This design comes from an exercise in tuning for small area and a short achievable clock period on the open sky130 flow, not from production work. Function was checked by simulation only, so behaviour that the tests miss may differ from the original. Power is estimated from default activity; no workload was simulated.

Setup of north:
Design mem_issue_queue, start of the top module:
module mem_issue_queue (
    input  logic clk,
    input  logic reset,
    input  logic [1:0] i_ren_valid,
    input  logic [195:0] i_ren_entry,
    input  logic [3:0] i_ren_src_ready,
    input  logic [3:0] i_wb_valid,
    input  logic [3:0] i_wb_uses_rd,
    input  logic [23:0] i_wb_rd,
    input  logic i_recall,
    input  logic [5:0] i_new_front,
    input  logic [5:0] i_old_front,
    output logic o_stall,
    output logic [1:0] o_iss_valid,
    output logic [195:0] o_iss_entry
);
Size: ~1,800 flip-flops.
export LEC_CHECK = 0
export CAP_MARGIN = 20
export CORE_MARGIN = 2
export CORE_UTILIZATION = 40
export SETUP_SLACK_MARGIN = 4.0
export SLEW_MARGIN = 20
export SYNTH_HIERARCHICAL = 1
create_clock -name core_clock -period 7.5 [get_ports {clk}]
standard.sh (not shown) runs the stock make flow with config.mk's settings and CLKGATE_MAP_FILE= SYNTH_SCRIPT=/design/flow/synth_recipe.tcl, a recipe that flattens the netlist after the stock synthesis.
==> flow/flow/run.sh <==
#!/bin/bash
# The standard layout, with plain buffers (buf_1) on the ports instead of the
# delay cells buffer_ports picks on its own. make's output goes to make.log.
set -euo pipefail
bash standard.sh 'BUFFER_PORTS_ARGS=-buffer_cell sky130_fd_sc_hd__buf_1' finish > make.log 2>&1
#### Input delta (south over north)
# north
export LEC_CHECK = 0
export CAP_MARGIN = 20
export CORE_MARGIN = 2
export CORE_UTILIZATION = 40
export SETUP_SLACK_MARGIN = 4.0
export SLEW_MARGIN = 20
export SYNTH_HIERARCHICAL = 1
create_clock -name core_clock -period 7.5 [get_ports {clk}]
# south
export LEC_CHECK = 0
export CAP_MARGIN = 20
export CORE_MARGIN = 2
export CORE_UTILIZATION = 55
export SETUP_SLACK_MARGIN = 4.2
export SLEW_MARGIN = 20
export SYNTH_HIERARCHICAL = 1
create_clock -name core_clock -period 7.5 [get_ports {clk}]
==> flow/flow/run.sh <==
#!/bin/bash
# The standard layout, with plain buffers (buf_2) on the ports instead of the
# delay cells buffer_ports picks on its own. make's output goes to make.log.
set -euo pipefail
bash standard.sh 'BUFFER_PORTS_ARGS=-buffer_cell sky130_fd_sc_hd__buf_2' finish > make.log 2>&1
## What came out
- Diff north and south: share of total power in the clock network lower in south
- Higher global routing usage summed across all routing layers was reported by south, not north.
- Going from north to south, non-clock buffer count shrank by a few percent.
- The startpoint of the most critical setup path comes out mem[5][3]$_DFFE_PP_ in one run and i_ren_entry[108] in the other, namely in south and north respectively.
- Delta (south minus north): design area lower; post-route minimum period lower; hold slack higher; routed wire length lower.
- Post-cts repair resize count for south is higher than for north.
The following lists how east was set up differently from south:
# south
export LEC_CHECK = 0
export CAP_MARGIN = 20
export CORE_MARGIN = 2
export CORE_UTILIZATION = 55
export SETUP_SLACK_MARGIN = 4.2
export SLEW_MARGIN = 20
export SYNTH_HIERARCHICAL = 1
create_clock -name core_clock -period 7.5 [get_ports {clk}]
# east
export LEC_CHECK = 0
export CAP_MARGIN = 20
export CORE_MARGIN = 2
export CORE_UTILIZATION = 65
export SETUP_SLACK_MARGIN = 4.0
export SLEW_MARGIN = 20
export SYNTH_HIERARCHICAL = 1
create_clock -name core_clock -period 7.5 [get_ports {clk}]
==> results.txt <==
Die area | east below south. Max setup slack of the critical path after layout across east and south: south. On path length in cells of the critical path, the lower figure sits with east, not south.

========
## old
mem_issue_queue again, from the RTL that the note above started with.
Settings: LEC_CHECK=0, CAP_MARGIN=20, CORE_MARGIN=2, CORE_UTILIZATION=40, SETUP_SLACK_MARGIN=4.0, SLEW_MARGIN=20, SYNTH_HIERARCHICAL=1; clock period 7.5 ns.
==> flow/flow/run.sh <==
#!/bin/bash
# The standard layout, with plain buffers (buf_2) on the ports instead of the
# delay cells buffer_ports picks on its own. make's output goes to make.log.
set -euo pipefail
bash standard.sh 'BUFFER_PORTS_ARGS=-buffer_cell sky130_fd_sc_hd__buf_2' finish > make.log 2>&1
old finished every step from synthesis to the final layout, and the layout passed the timing, DRC and antenna checks.
Input changes introduced in new (baseline for comparison: old):
- SETUP_SLACK_MARGIN now 3.8, was 4.0
--- outcome ---
new finished every stage and its layout cleared the timing, DRC and antenna checks.
new ends up with a number of buffers created by CTS that is about 1.5% lower than in old.
From old to new the numbers moved as follows: average vias per placed instance did not really move, share of final layout cell area taken by clock buffers and inverters went up.
On critical path depth, the higher figure sits with old, not new.
Of new and old, it is new that has the higher number of logic inverters in the finished layout.
Clock latency reported for the late side of the worst-skew pair: old and new compared, lower one is old

## afterwards: timing with drivers on the ports
Ports are ideal in the flow. The routed layouts listed here were re-timed in OpenROAD. Step 1 (the two cells are an assumption about what drives the block):
set clk [get_ports {clk}]
set_driving_cell -lib_cell sky130_fd_sc_hd__clkbuf_16 $clk
set_driving_cell -lib_cell sky130_fd_sc_hd__buf_2 [delete_from_list [all_inputs] $clk]
Step 2 times the ports against the registers' clock, not the clock port: input delays grow and output delays shrink by t, the midpoint of the rising clock arrivals with the driver on. Three values: ideal, step 1, step 2; two values: the first two.
run | t (ns) | setup slack, ns | worst setup path after step 2
north | 0.932 | 3.673 / 3.516 / 2.949 | input to register
south | 0.923 | 3.757 / 3.748 / 2.959 | input to register
east | 0.889 | 3.743 / 3.629 / 2.980 | input to register
old | 0.935 | 3.701 / 3.618 / 2.881 | input to register
new | 0.944 | 3.677 / 3.591 / 2.838 | input to register
After both steps every run listed still meets setup and hold. For new, which loses most, drivers alone change the setup slack by -0.086 ns; drivers and shift together by -0.839 ns.
